Context: an optimization exercise on an open-source flow, tuned for small area. The choices shown serve that exercise and are no tape-out recipe.
The RTL was checked by simulation tests, not by an equivalence proof against the original design.
Power figures rest on the tool's default switching activity, not on a simulated workload.

### flow/design.v
module y_sig_accum #(
   parameter int unsigned WORD_W = 32
) (
   input  logic              clk,
   input  logic              rst,
   input  logic              clr_i,
   input  logic              upd_i,
   input  logic [WORD_W-1:0] word_i,
   output logic [WORD_W-1:0] sig_o
);
   logic [WORD_W-1:0] sig_q, sig_d, rot;
   logic              take, keep;
   assign take = upd_i && !rst;
   assign keep = !upd_i && !clr_i && !rst;
   assign rot  = {sig_q[WORD_W-2:0], sig_q[WORD_W-1]};
   for (genvar i = 0; i < WORD_W; i++) begin : g_bit
      y_sig_bit u_bit (.r(rot[i]), .w(word_i[i]), .q(sig_q[i]), .take(take), .keep(keep),
                       .d(sig_d[i]));
   end
   always_ff @(posedge clk) sig_q <= sig_d;
   assign sig_o = sig_q;
endmodule
module y_sig_bit (
   input  logic r, w, q, take, keep,
   output logic d
);
   logic x;
   assign x = r ^ w;
   assign d = (x & take) | (q & keep);
endmodule
module y_snapshot_serializer #(
   parameter int unsigned Y_WIDTH = 1390,
   parameter int unsigned WORD_W  = 32,
   parameter int unsigned NW      = (Y_WIDTH + WORD_W - 1) / WORD_W,
   parameter int unsigned IDX_W   = (NW <= 2) ? 1 : $clog2(NW)
) (
   input  logic                     clk,
   input  logic                     rst,
   input  logic [Y_WIDTH-1:0]       y_in,
   input  logic                     capture,
   output logic                     out_valid,
   input  logic                     out_ready,
   output logic                     out_last,
   output logic [WORD_W-1:0]        out_data,
   output logic [IDX_W-1:0]         out_idx,
   output logic                     busy,
   output logic [WORD_W-1:0]        sig,
   output logic                     sig_valid,
   output logic                     overrun
);
   localparam int unsigned SNAP_W   = NW * WORD_W;
   localparam logic [IDX_W-1:0] LAST_IDX = IDX_W'(NW - 1);
   logic                         busy_q, idle_q;
   logic [Y_WIDTH-1:WORD_W]      snap_q;
   logic [NW-1:0][WORD_W-1:0]    snap_w;
   logic [WORD_W-1:0]            data_q, nxt;
   logic [IDX_W-1:0]             idx_q;
   logic [NW-1:0]                sel;
   logic                         last, sig_valid_q, overrun_q;
   logic                         handshake, hold;
   assign last      = (idx_q == LAST_IDX);
   assign handshake = busy_q && out_ready;
   assign hold      = busy_q && !out_ready;
   always_ff @(posedge clk) begin
      if (rst) begin
         busy_q      <= 1'b0;
         idle_q      <= 1'b1;
         idx_q       <= '0;
         sig_valid_q <= 1'b0;
         overrun_q   <= 1'b0;
      end else begin
         sig_valid_q <= handshake && last;
         if (busy_q && capture) overrun_q <= 1'b1;
         if (!busy_q && capture) begin
            busy_q <= 1'b1;
            idle_q <= 1'b0;
         end else if (handshake && last) begin
            busy_q <= 1'b0;
            idle_q <= 1'b1;
         end
         if (handshake) idx_q <= last ? '0 : idx_q + 1'b1;
      end
   end
   always_ff @(posedge clk) begin
      snap_q <= (y_in[Y_WIDTH-1:WORD_W] | {(Y_WIDTH-WORD_W){busy_q}}) &
                (snap_q | {(Y_WIDTH-WORD_W){idle_q}});
   end
   always_ff @(posedge clk) begin
      data_q <= nxt | (y_in[WORD_W-1:0] & {WORD_W{idle_q}}) | (data_q & {WORD_W{hold}});
   end
   assign snap_w = SNAP_W'({snap_q, {WORD_W{1'b0}}});
   y_ss_decode #(.N(NW), .W(IDX_W)) u_dec (.idx(idx_q), .en(handshake), .sel(sel));
   localparam int unsigned NG  = (NW - 1 + 2) / 3;
   localparam int unsigned NQ  = (NG + 3) / 4;
   for (genvar b = 0; b < WORD_W; b++) begin : g_bit
      logic [NG-1:0] grp_n;
      logic [NQ-1:0] quad;
      for (genvar g = 0; g < NG; g++) begin : g_grp
         localparam int unsigned K0 = 1 + 3 * g;
         localparam int unsigned N  = ((K0 + 2) * WORD_W + b < Y_WIDTH && K0 + 2 < NW) ? 3 :
                                      ((K0 + 1) * WORD_W + b < Y_WIDTH && K0 + 1 < NW) ? 2 : 1;
         if (N == 3) begin : g3
            y_ss_aoi222 u (.a0(snap_w[K0][b]), .s0(sel[K0]), .a1(snap_w[K0+1][b]), .s1(sel[K0+1]),
                           .a2(snap_w[K0+2][b]), .s2(sel[K0+2]), .y(grp_n[g]));
         end else if (N == 2) begin : g2
            y_ss_aoi22 u (.a0(snap_w[K0][b]), .s0(sel[K0]), .a1(snap_w[K0+1][b]), .s1(sel[K0+1]),
                          .y(grp_n[g]));
         end else begin : g1
            y_ss_nand2 u (.a(snap_w[K0][b]), .b(sel[K0]), .y(grp_n[g]));
         end
      end
      for (genvar q = 0; q < NQ; q++) begin : g_quad
         localparam int unsigned M = (4 * q + 4 <= NG) ? 4 : NG - 4 * q;
         if (M == 4) begin : g4
            y_ss_nand4 u (.a(grp_n[4*q]), .b(grp_n[4*q+1]), .c(grp_n[4*q+2]), .d(grp_n[4*q+3]),
                          .y(quad[q]));
         end else if (M == 3) begin : g3
            y_ss_nand3 u (.a(grp_n[4*q]), .b(grp_n[4*q+1]), .c(grp_n[4*q+2]), .y(quad[q]));
         end else if (M == 2) begin : g2
            y_ss_nand2 u (.a(grp_n[4*q]), .b(grp_n[4*q+1]), .y(quad[q]));
         end else begin : g1
            assign quad[q] = ~grp_n[4*q];
         end
      end
      assign nxt[b] = |quad;
   end
   y_sig_accum #(.WORD_W(WORD_W)) u_sig (
      .clk     (clk),
      .rst     (rst),
      .clr_i   (idle_q && capture),
      .upd_i   (handshake),
      .word_i  (data_q),
      .sig_o   (sig)
   );
   assign out_valid = busy_q;
   assign out_data  = data_q;
   assign out_idx   = idx_q;
   assign out_last  = last;
   assign busy      = busy_q;
   assign sig_valid = sig_valid_q;
   assign overrun   = overrun_q;
endmodule
module y_ss_decode #(
   parameter int unsigned N = 44,
   parameter int unsigned W = 6
) (
   input  logic [W-1:0] idx,
   input  logic         en,
   output logic [N-1:0] sel
);
   always_comb begin
      sel[0] = 1'b0;
      for (int k = 1; k < N; k++) sel[k] = en && (idx == W'(k - 1));
   end
endmodule
module y_ss_aoi222 (
   input  logic a0, s0, a1, s1, a2, s2,
   output logic y
);
   assign y = ~((a0 & s0) | (a1 & s1) | (a2 & s2));
endmodule
module y_ss_aoi22 (
   input  logic a0, s0, a1, s1,
   output logic y
);
   assign y = ~((a0 & s0) | (a1 & s1));
endmodule
module y_ss_nand2 (
   input  logic a, b,
   output logic y
);
   assign y = ~(a & b);
endmodule
module y_ss_nand3 (
   input  logic a, b, c,
   output logic y
);
   assign y = ~(a & b & c);
endmodule
module y_ss_nand4 (
   input  logic a, b, c, d,
   output logic y
);
   assign y = ~(a & b & c & d);
endmodule
### flow/flow/run.sh
#!/bin/bash
# Own layout flow: the standard flow (standard.sh) with three changes:
#  - port buffers use the smallest buffer cell (buf_1),
#  - pins may sit on adjacent routing tracks,
#  - CTS inserts no dummy loads.
# The make output goes to flow_make.log here; ORFS's per-step logs stay under orfs/logs.
set -euo pipefail
bash standard.sh \
  "BUFFER_PORTS_ARGS=-buffer_cell sky130_fd_sc_hd__buf_1" \
  "PLACE_PINS_ARGS=-min_distance 1 -min_distance_in_tracks" \
  "CTS_ARGS=-sink_clustering_enable -repair_clock_nets -dont_use_dummy_load" \
  finish > flow_make.log 2>&1
### flow/standard.sh
#!/bin/bash
# synth_recipe.tcl (not shown) runs the flow's synth.tcl, then flattens the netlist and writes it again
# the make line also repeats each setting of config.mk as NAME=value (left out here)
make -C /OpenROAD-flow-scripts/flow DESIGN_CONFIG=/design/flow/config.mk WORK_HOME=/design/flow/orfs CLKGATE_MAP_FILE= SYNTH_SCRIPT=/design/flow/synth_recipe.tcl "${@:-finish}"
### flow/config.mk
export PLATFORM = sky130hd
export DESIGN_NAME = y_snapshot_serializer
export DESIGN_NICKNAME = y_snapshot_serializer
export VERILOG_FILES = /design/flow/design.v
export SDC_FILE = /design/flow/constraint.sdc
export NUM_CORES = 4
export LEC_CHECK = 0
export CAP_MARGIN = 20
export CORE_AREA = 5 5 315 315
export DIE_AREA = 0 0 320 320
export SLEW_MARGIN = 20
export SYNTH_HIERARCHICAL = 1
export SYNTH_MINIMUM_KEEP_SIZE = 0
### flow/constraint.sdc
create_clock -name core_clock -period 5.0 [get_ports {clk}]
set_input_delay 1.0000 -clock core_clock [delete_from_list [all_inputs] [get_ports {clk}]]
set_output_delay 1.0000 -clock core_clock [all_outputs]
set_load 0.01 [all_outputs]
==> results.json, run 1 <==
{
  "finalWorstPathRequiredPeriod_ns": 4.63,
  "worst_ep_arrival_time_ns": 5.24,
  "finalSetupViolCount": 0,
  "drt_iter0_markers": 8361,
  "worst-endpoint-required_ns": 5.62,
  "worstSetupEndpointType": "register",
  "detail-route-antenna-nets": 0,
  "timing.critical_path.fanout_max": 15,
  "tightestPinTransition_ns": 1.29,
  "fillCellCount": 8194,
  "io_buffer_count": 1468,
  "grt_antenna_before_repair": 269,
  "run_status": "timing/DRC/antenna clean",
  "dp_cells": 6503,
  "die-height_um": 320,
  "most-common-layout-cells": "1,468 x sky130_fd_sc_hd__buf_1, 1,430 x sky130_fd_sc_hd__dfxtp_1, 1,358 x sky130_fd_sc_hd__o22a_1",
  "post_cts_setup_repair_buffer_count": 0,
  "overflow": 0,
  "dpl.hpwl_um": 183000,
  "kind_of_start_point_of_the_critical_path": "register",
  "fin_total_pwr_w": 0.0254,
  "wl_per_cell_um": 36.3,
  "design.final.nets": 6782,
  "gpl.final_weighted_congestion": 1.06,
  "synthCells": 3943,
  "detail_route.first_pass.iterations": 15,
  "cts-htree-levels": 4,
  "syn-cell-area_um2": 49300,
  "tritoncts": "built",
  "clkLatencyLatePin_ns": 0.76,
  "first_global_vias": 44200,
  "die_w_um": 320,
  "final.period_utilization": 0.925,
  "syn_avg_cell_area_um2": 12.5,
  "timing.setup.tns_ns": 0,
  "grt_pass1_wl_um": 336000,
  "wirelength_um": 250000,
  "slew_headroom": 0.142,
  "rsz0062_at_grt": "false",
  "power.density_cell_area_nw_per_um2": 420,
  "fmax_ghz": 0.216,
  "layout-area-overhead-vs-synth_pct": 22.7,
  "post_route_cells_drive_above_1_share": 0.0618,
  "clk_pin_slew_worst_paths_ns": 0.06,
  "hold_path_depth": 2,
  "max_capacitance_violation_count": 0,
  "detail_route.vias_per_cell": 6.98,
  "layout.cells.most_common": "sky130_fd_sc_hd__buf_1",
  "row_count": 113,
  "drv_slew": 0,
  "finalInstanceArea_um2": 60500,
  "clockRootBuffer": "sky130_fd_sc_hd__clkbuf_16",
  "fp.coreArea_um2": 95200,
  "cts-resized-gates": 0,
  "cts-hold-fix-buffers": 0,
  "synth-warning-count": 9,
  "dr_total_vias": 48200,
  "holdCritPathClass": "in -> reg",
  "cts_buffers": 146,
  "grt_use_total": 0.459,
  "dieArea_um2": 102000,
  "reg2regPathDepth": 8,
  "total_count_of_hold_check_failures_in_the_final_report": 0,
  "clockBufferDepth": 3,
  "cellLeakagePower_nw": 21.8,
  "initial_core_util": 0.518,
  "crit_path_class": "reg -> reg",
  "finalClockSkew_ns": 0.0405,
  "detail_route.drc_violations": 0,
  "grt_max_degree": 252,
  "i_o_pins": 1469,
  "peakVddDrop_uv": 315,
  "clock-sinks": 1432,
  "finish.cell_count_without_fillers": 6898,
  "placement.cell_area_um2": 56100
}
-- power by group --
group	switching (W)	internal (W)	total (W)
clock network	0.00422	0.00511	0.00933
logic	0.00118	0.00124	0.00242
registers	0.000981	0.0126	0.0136
-- registers in the layout (all words and copies together) (netlist names) --
name,count
u_sig.sig_q,32
sig_valid_q,1
snap_q,1358
busy_q,1
idle_q,1
overrun_q,1
data_q,32
idx_q,6
-- worst max-delay path: stages (launching register included) --
cell,delay [ns]
sky130_fd_sc_hd__dfxtp_1,0.60
sky130_fd_sc_hd__nand2b_1,0.85
sky130_fd_sc_hd__nor3_2,0.27
sky130_fd_sc_hd__buf_4,0.30
sky130_fd_sc_hd__a222oi_1,0.80
sky130_fd_sc_hd__nand4_1,0.58
sky130_fd_sc_hd__buf_4,0.32
sky130_fd_sc_hd__or4_1,0.51
sky130_fd_sc_hd__a221o_1,0.27
-- path summary, 6_finish.rpt --
kind,start,to,slack (ns)
setup / recovery,idx_q[0],data_q[6],0.37
hold / removal,y_in[1080],snap_q[1080],0.45
setup reg to reg,idx_q[0],data_q[6],0.37
hold reg to reg,snap_q[1282],snap_q[1282],0.47
-- per-layer routing --
| layer | GRT usage | vias up | wire length (µm) |
|---|---|---|---|
| met5 | 0.0125 | - | 537 |
| met4 | 0.419 | 82 | 29100 |
| met3 | 0.223 | 1153 | 35700 |
| met2 | 0.640 | 3804 | 102000 |
| met1 | 0.511 | 23200 | 82500 |
| li1 | - | 19900 | - |
-- layout make-up --
class	count	area, µm²	area share
multi-input combinational	2203	19300	0.319
clock buffer	146	3650	0.0604
inverter	2	8.76	0.000145
tap	1265	1580	0.0262
timing repair buffer	1602	6640	0.110
sequential	1432	28700	0.474
antenna	248	621	0.0103
-- stage by stage --
| stage | utilization | setup WS (ns) | hold slack, ns |
|---|---|---|---|
| finish | 0.635 | 0.375 | 0.448 |
| detailed placement | 0.590 | 0.162 | 0.464 |
| global placement | 0.590 | 0.0965 | 0.458 |
| CTS | 0.628 | 0.798 | 0.414 |
| global route | 0.633 | 0.516 | 0.442 |
| floorplan | - | 0.469 | 0.449 |
==> inputs of run 2 (changes only) <==
==> flow/flow/run.sh (replaced) <==
#!/bin/bash
# Own layout flow: the standard flow (standard.sh) with three changes:
#  - port buffers use the smallest buffer cell (buf_1),
#  - pins may sit on adjacent routing tracks,
#  - CTS inserts no dummy loads and uses clkbuf_8 with smaller sink clusters.
# The make output goes to flow_make.log here; ORFS's per-step logs stay under orfs/logs.
set -euo pipefail
bash standard.sh \
  "BUFFER_PORTS_ARGS=-buffer_cell sky130_fd_sc_hd__buf_1" \
  "PLACE_PINS_ARGS=-min_distance 1 -min_distance_in_tracks" \
  "CTS_ARGS=-sink_clustering_enable -repair_clock_nets -dont_use_dummy_load -buf_list sky130_fd_sc_hd__clkbuf_8 -sink_clustering_size 16 -sink_clustering_max_diameter 55" \
  finish > flow_make.log 2>&1
==> results.json, run 2 <==
{
  "clockBufferDepth": 3,
  "syn-cell-area_um2": 49300,
  "synthCells": 3943,
  "clk_pin_slew_worst_paths_ns": 0.10,
  "cellLeakagePower_nw": 20.9,
  "slew_headroom": 0.136,
  "run_status": "timing/DRC/antenna clean",
  "first_global_vias": 43900,
  "gpl.final_weighted_congestion": 1.06,
  "power.density_cell_area_nw_per_um2": 378,
  "post-route-util": 0.616,
  "wl_per_cell_um": 36.3,
  "detail_route.drc_violations": 0,
  "detail_route.first_pass.iterations": 17,
  "overflow": 0,
  "holdCritPathClass": "in -> reg",
  "finalWorstPathRequiredPeriod_ns": 4.42,
  "finalSetupViolCount": 0,
  "peakVddDrop_uv": 265,
  "post_cts_setup_repair_buffer_count": 0,
  "cts-resized-gates": 0,
  "fp.coreArea_um2": 95200,
  "register_name_with_the_most_flops": "snap_q",
  "tritoncts": "built",
  "worst_ep_arrival_time_ns": 5.14,
  "clkLatencyLatePin_ns": 0.89,
  "rsz0062_at_grt": "false",
  "kind_of_start_point_of_the_critical_path": "register",
  "critical-path-top-delay-family": "simple AND/OR/NAND/NOR gates",
  "dieArea_um2": 102000,
  "min_hold_slack_ns": 0.329,
  "tightestPinTransition_ns": 1.30,
  "cts-hold-fix-buffers": 0,
  "drv_slew": 0,
  "cpMaxStageDelayCell": "sky130_fd_sc_hd__nand2b_1",
  "wirelength_um": 250000,
  "timing.critical_path.fanout_max": 32,
  "initial_core_util": 0.518,
  "die-height_um": 320,
  "detail-route-antenna-nets": 0,
  "grt_pass1_wl_um": 335000,
  "final.period_utilization": 0.883,
  "cts_buffers": 131,
  "synth-warning-count": 9,
  "critPathMaxStageDelay_ns": 0.84,
  "library_cell_appearing_most_often_on_the_critical_path": "sky130_fd_sc_hd__buf_4",
  "grt_use_total": 0.457,
  "dr_total_vias": 47900,
  "cts-htree-levels": 4,
  "finalClockSkew_ns": 0.0724,
  "layout.cells.most_common": "sky130_fd_sc_hd__buf_1",
  "post_route_cells_drive_above_1_share": 0.0594,
  "largest_reg_flops": 1358,
  "total_count_of_hold_check_failures_in_the_final_report": 0,
  "detail_route.vias_per_cell": 6.96,
  "design.final.nets": 6768,
  "grt_max_degree": 252,
  "die_w_um": 320,
  "fillCellCount": 8406,
  "timing.setup.tns_ns": 0,
  "worst-endpoint-required_ns": 5.73,
  "fin_total_pwr_w": 0.0221,
  "syn_avg_cell_area_um2": 12.5,
  "clock-sinks": 1432,
  "crit_path_cell_trace": "nand2b_1 -> nor4_2 -> buf_4 -> a222oi_1 -> nand4_1 -> buf_4 -> or4_1 -> a221o_1",
  "i_o_pins": 1469,
  "drt_iter0_markers": 8605,
  "dpl.hpwl_um": 183000,
  "row_count": 113,
  "most-common-layout-cells": "1,468 x sky130_fd_sc_hd__buf_1, 1,430 x sky130_fd_sc_hd__dfxtp_1, 1,358 x sky130_fd_sc_hd__o22a_1",
  "layout-area-overhead-vs-synth_pct": 18.9,
  "io_buffer_count": 1468,
  "crit_path_class": "reg -> reg",
  "fmax_ghz": 0.226,
  "clockRootBuffer": "sky130_fd_sc_hd__clkbuf_8",
  "path_buf_inv": 2,
  "largestRegisters": "snap_q x1358, data_q x32, u_sig.sig_q x32",
  "worstSetupEndpointType": "register",
  "grt_antenna_before_repair": 259,
  "max_capacitance_violation_count": 0
}
-- run 2: power by group --
part	internal, W	leakage, nW	switching, W
logic	0.00124	7.94	0.00118
registers	0.0126	12.1	0.000976
clock network	0.00234	0.943	0.00378
total	0.0162	20.9	0.00593
-- run 2: per-layer routing --
metal / global-route usage / wire (µm) / vias up
li1: - / - / 19900
met1: 0.515 / 83300 / 23300
met2: 0.640 / 103000 / 3598
met3: 0.211 / 34800 / 1124
met4: 0.414 / 28100 / 82
met5: 0.0241 / 647 / -
-- run 2: worst paths after layout --
path               start          end  slack [ns]  cells after the start
max reg2reg     idx_q[0]    data_q[6]        0.58                      8
max             idx_q[0]    data_q[6]        0.58                      8
min            y_in[249]  snap_q[249]        0.33                      2
min reg2reg  snap_q[370]  snap_q[370]        0.48                      1
-- run 2: stage by stage --
stage | instance area, µm² | setup WS [ns] | std cells
detailed placement | 56100 | 0.162 | 6503
CTS | 58000 | 0.827 | 6634
finish | 58600 | 0.583 | 6886
global placement | 56100 | 0.0965 | 6503
global route | 58400 | 0.628 | 6791
floorplan | 49300 | 0.469 | 3960
-- run 2: area by class of cell --
class                   instances  area, µm²  share of cell area
multi-input cells            2203      19300               0.329
flip-flops and latches       1432      28700               0.489
well taps                    1265       1580              0.0270
clock buffers                 131       1800              0.0308
inverters                       2       8.76            0.000149
diodes                        250        626              0.0107
repair buffers               1603       6650               0.113
-- run 2: worst register-to-register path: stages, from the launching register on --
cell and delay (ns):
sky130_fd_sc_hd__dfxtp_1 0.61, sky130_fd_sc_hd__nand2b_1 0.85, sky130_fd_sc_hd__nor4_2 0.09, sky130_fd_sc_hd__buf_4 0.32, sky130_fd_sc_hd__a222oi_1 0.83, sky130_fd_sc_hd__nand4_1 0.52, sky130_fd_sc_hd__buf_4 0.31, sky130_fd_sc_hd__or4_1 0.50
sky130_fd_sc_hd__a221o_1 0.27
==> inputs of run 3 (changes only) <==
--- a/flow/design.v
+++ b/flow/design.v
@@ -93,12 +93,13 @@
    localparam int unsigned NG  = (NW - 1 + 2) / 3;
    localparam int unsigned NQ  = (NG + 3) / 4;
    for (genvar b = 0; b < WORD_W; b++) begin : g_bit
-      logic [NG-1:0] grp_n;
-      logic [NQ-1:0] quad;
-      for (genvar g = 0; g < NG; g++) begin : g_grp
+      localparam int unsigned KL  = (Y_WIDTH - 1 - b) / WORD_W;
+      localparam int unsigned NGB = (KL + 2) / 3;
+      logic [NGB-1:0] grp_n;
+      logic [NQ-1:0]  quad;
+      for (genvar g = 0; g < NGB; g++) begin : g_grp
          localparam int unsigned K0 = 1 + 3 * g;
-         localparam int unsigned N  = ((K0 + 2) * WORD_W + b < Y_WIDTH && K0 + 2 < NW) ? 3 :
-                                      ((K0 + 1) * WORD_W + b < Y_WIDTH && K0 + 1 < NW) ? 2 : 1;
+         localparam int unsigned N  = (K0 + 2 <= KL) ? 3 : (K0 + 1 <= KL) ? 2 : 1;
          if (N == 3) begin : g3
             y_ss_aoi222 u (.a0(snap_w[K0][b]), .s0(sel[K0]), .a1(snap_w[K0+1][b]), .s1(sel[K0+1]),
                            .a2(snap_w[K0+2][b]), .s2(sel[K0+2]), .y(grp_n[g]));
@@ -110,7 +111,7 @@
          end
       end
       for (genvar q = 0; q < NQ; q++) begin : g_quad
-         localparam int unsigned M = (4 * q + 4 <= NG) ? 4 : NG - 4 * q;
+         localparam int unsigned M = (4 * q + 4 <= NGB) ? 4 : (4 * q < NGB) ? NGB - 4 * q : 0;
          if (M == 4) begin : g4
             y_ss_nand4 u (.a(grp_n[4*q]), .b(grp_n[4*q+1]), .c(grp_n[4*q+2]), .d(grp_n[4*q+3]),
                           .y(quad[q]));
@@ -118,8 +119,10 @@
             y_ss_nand3 u (.a(grp_n[4*q]), .b(grp_n[4*q+1]), .c(grp_n[4*q+2]), .y(quad[q]));
          end else if (M == 2) begin : g2
             y_ss_nand2 u (.a(grp_n[4*q]), .b(grp_n[4*q+1]), .y(quad[q]));
-         end else begin : g1
+         end else if (M == 1) begin : g1
             assign quad[q] = ~grp_n[4*q];
+         end else begin : g0
+            assign quad[q] = 1'b0;
          end
       end
       assign nxt[b] = |quad;
==> results.json, run 3 <==
{
  "run_status": "timing/DRC/antenna clean",
  "slew_headroom": 0.231,
  "overflow": 0,
  "cts_buffers": 134,
  "syn-cell-area_um2": 49200,
  "setup.reg_to_reg.worst_slack_ns": 0.78,
  "cts-resized-gates": 0,
  "detailedPlace.worstSlack_ns": 0.341,
  "layout.cells.most_common": "sky130_fd_sc_hd__buf_1",
  "total_count_of_hold_check_failures_in_the_final_report": 0,
  "largest_reg_flops": 1358,
  "grt_max_degree": 251,
  "crit_path_cell_trace": "nand2b_1 -> buf_4 -> nor4_2 -> buf_4 -> a222oi_1 -> nand4_1 -> or4_1 -> a221o_1",
  "library_cell_appearing_most_often_on_the_critical_path": "sky130_fd_sc_hd__buf_4",
  "fmax_ghz": 0.237,
  "grt_use_total": 0.438,
  "min_setup_slack_post_route_ns": 0.784,
  "wirelength_um": 240000,
  "cts-htree-levels": 4,
  "finalInstanceArea_um2": 58300,
  "timing.setup.tns_ns": 0,
  "worstSetupEndpointType": "register",
  "worst-endpoint-required_ns": 5.75,
  "grt_antenna_before_repair": 261,
  "final.period_utilization": 0.843,
  "tightestPinTransition_ns": 1.15,
  "design.final.nets": 6715,
  "gpl.final_weighted_congestion": 0.982,
  "finalWorstPathRequiredPeriod_ns": 4.22,
  "routedLengthMet1_um": 81200,
  "cpMaxStageDelayCell": "sky130_fd_sc_hd__nand2b_1",
  "first_global_vias": 43400,
  "clockRootBuffer": "sky130_fd_sc_hd__clkbuf_8",
  "post-route-util": 0.613,
  "synthCells": 3924,
  "most-common-layout-cells": "1,468 x sky130_fd_sc_hd__buf_1, 1,430 x sky130_fd_sc_hd__dfxtp_1, 1,358 x sky130_fd_sc_hd__o22a_1",
  "finalClockSkew_ns": 0.0529,
  "io_buffer_count": 1468,
  "crit_path_class": "reg -> reg",
  "fillCellCount": 8407,
  "critPathMaxStageDelay_ns": 0.71,
  "met2RoutedLength_um": 98800,
  "initial_core_util": 0.517,
  "max_capacitance_violation_count": 0,
  "met3_length_um": 32000,
  "layout-area-overhead-vs-synth_pct": 18.5,
  "dr_total_vias": 47300,
  "dieArea_um2": 102000,
  "cellLeakagePower_nw": 20.8,
  "drt_iter0_markers": 8137,
  "drv_slew": 0,
  "synth-warning-count": 9,
  "highest-signal-layer": "met5",
  "dpl.hpwl_um": 174000,
  "clockBufferDepth": 3,
  "i_o_pins": 1469,
  "post_cts_setup_repair_buffer_count": 0,
  "kind_of_start_point_of_the_critical_path": "register",
  "register_name_with_the_most_flops": "snap_q",
  "timing.critical_path.fanout_max": 32,
  "tritoncts": "built",
  "clkLatencyLatePin_ns": 0.85,
  "syn_avg_cell_area_um2": 12.5,
  "clock-sinks": 1432,
  "cts-hold-fix-buffers": 0,
  "grt_pass1_wl_um": 323000,
  "wl_per_cell_um": 35.1,
  "largestRegisters": "snap_q x1358, data_q x32, u_sig.sig_q x32",
  "placement.cell_area_um2": 55800,
  "detail_route.vias_per_cell": 6.93,
  "detail_route.drc_violations": 0,
  "worst_ep_arrival_time_ns": 4.97,
  "rsz0062_at_grt": "false",
  "power.density_cell_area_nw_per_um2": 379,
  "final-seq-area_um2": 28700,
  "die-height_um": 320,
  "row_count": 113,
  "finalSetupViolCount": 0,
  "multi_input_gate_area_um2": 19100,
  "die_w_um": 320,
  "detail-route-antenna-nets": 0,
  "fp.coreArea_um2": 95200,
  "post_route_cells_drive_above_1_share": 0.0568,
  "fin_total_pwr_w": 0.0221,
  "detail_route.first_pass.iterations": 14,
  "clk_pin_slew_worst_paths_ns": 0.10,
  "peakVddDrop_uv": 302,
  "holdCritPathClass": "in -> reg"
}
==> run 3: cell types whose count changed in the layout (fill, tap and decap cells not counted), sizes merged <==
cell / previous run / this run
conb: 18 / 0
nand3: 33 / 15
buf: 1602 / 1583
clkbuf: 132 / 134
diode: 250 / 242
==> run 3: report_power, final <==
| part | leakage (nW) | total (W) | internal [W] | switching (W) |
|---|---|---|---|---|
| sequential | 12.1 | 0.0134 | 0.0126 | 0.000827 |
| combinational | 7.78 | 0.00246 | 0.00124 | 0.00121 |
| clock | 0.965 | 0.00618 | 0.00240 | 0.00379 |
==> run 3: layout make-up <==
cell class                      instances  area share
Antenna cell                          242      0.0104
Clock buffer                          134      0.0316
Inverter                                2    0.000150
Multi-Input combinational cell       2167       0.328
Sequential cell                      1432       0.492
Tap cell                             1265      0.0272
Timing Repair Buffer                 1583       0.111
==> run 3: worst paths after layout <==
path,cells past startpoint,from,to
setup reg to reg,8,idx_q[1],data_q[21]
hold / removal,2,y_in[825],snap_q[825]
hold reg to reg,1,snap_q[355],snap_q[355]
setup / recovery,8,idx_q[1],data_q[21]
==> run 3: metal layers <==
| layer | global-route usage | up-vias |
|---|---|---|
| met2 | 0.603 | 3460 |
| met5 | 0.0153 | - |
| met3 | 0.193 | 988 |
| met4 | 0.416 | 82 |
| li1 | - | 19700 |
| met1 | 0.502 | 23100 |
==> run 3: metrics by stage <==
| stage | cells | hold slack (ns) |
|---|---|---|
| 2_1_floorplan | 3924 | 0.449 |
| 6_report | 6825 | 0.346 |
| 4_1_cts | 6583 | 0.290 |
| 3_5_place_dp | 6449 | 0.464 |
| 3_3_place_gp | 6449 | 0.457 |
| 5_1_grt | 6730 | 0.316 |
==> run 3: critical path: cells and delay by family, from the launching register on <==
| kind | cells | cell delay (ns) |
|---|---|---|
| buf+inv | 2 | 0.59 |
| flops | 1 | 0.68 |
| simple gates | 4 | 2.11 |
| compound gates | 2 | 0.73 |

## re-timing with driven ports
The flow's constraints put no driver on any port. The routed layouts listed below were extracted and timed again, unchanged, in two steps. Step 1, drivers: a clkbuf_16 drives clk and a buf_2 each remaining input, both assumed. Step 2 adds t to the input delays and takes it off the output delays; t is the mean of the earliest and latest rising clock arrival at the registers after step 1. Input paths then give back, and output paths get back, about the clock's delay inside the block. Three values: no drivers, after step 1, after step 2; two values: the first two.
| run | shift t [ns] | slack for setup (ns) | worst slew at a driven data input, ns |
|---|---|---|---|
| run 1 | 0.822 | 0.375 / 0.375 / -0.150 | 0.35 |
| run 2 | 0.924 | 0.583 / 0.583 / -0.015 | 0.41 |
| run 3 | 0.901 | 0.784 / 0.784 / 0.178 | 0.32 |
With both steps, setup timing fails in run 1 and run 2, where it was met with ideal ports. The setup slack of run 3, which loses most, moves by 0.000 ns with the drivers and by -0.606 ns with both steps.
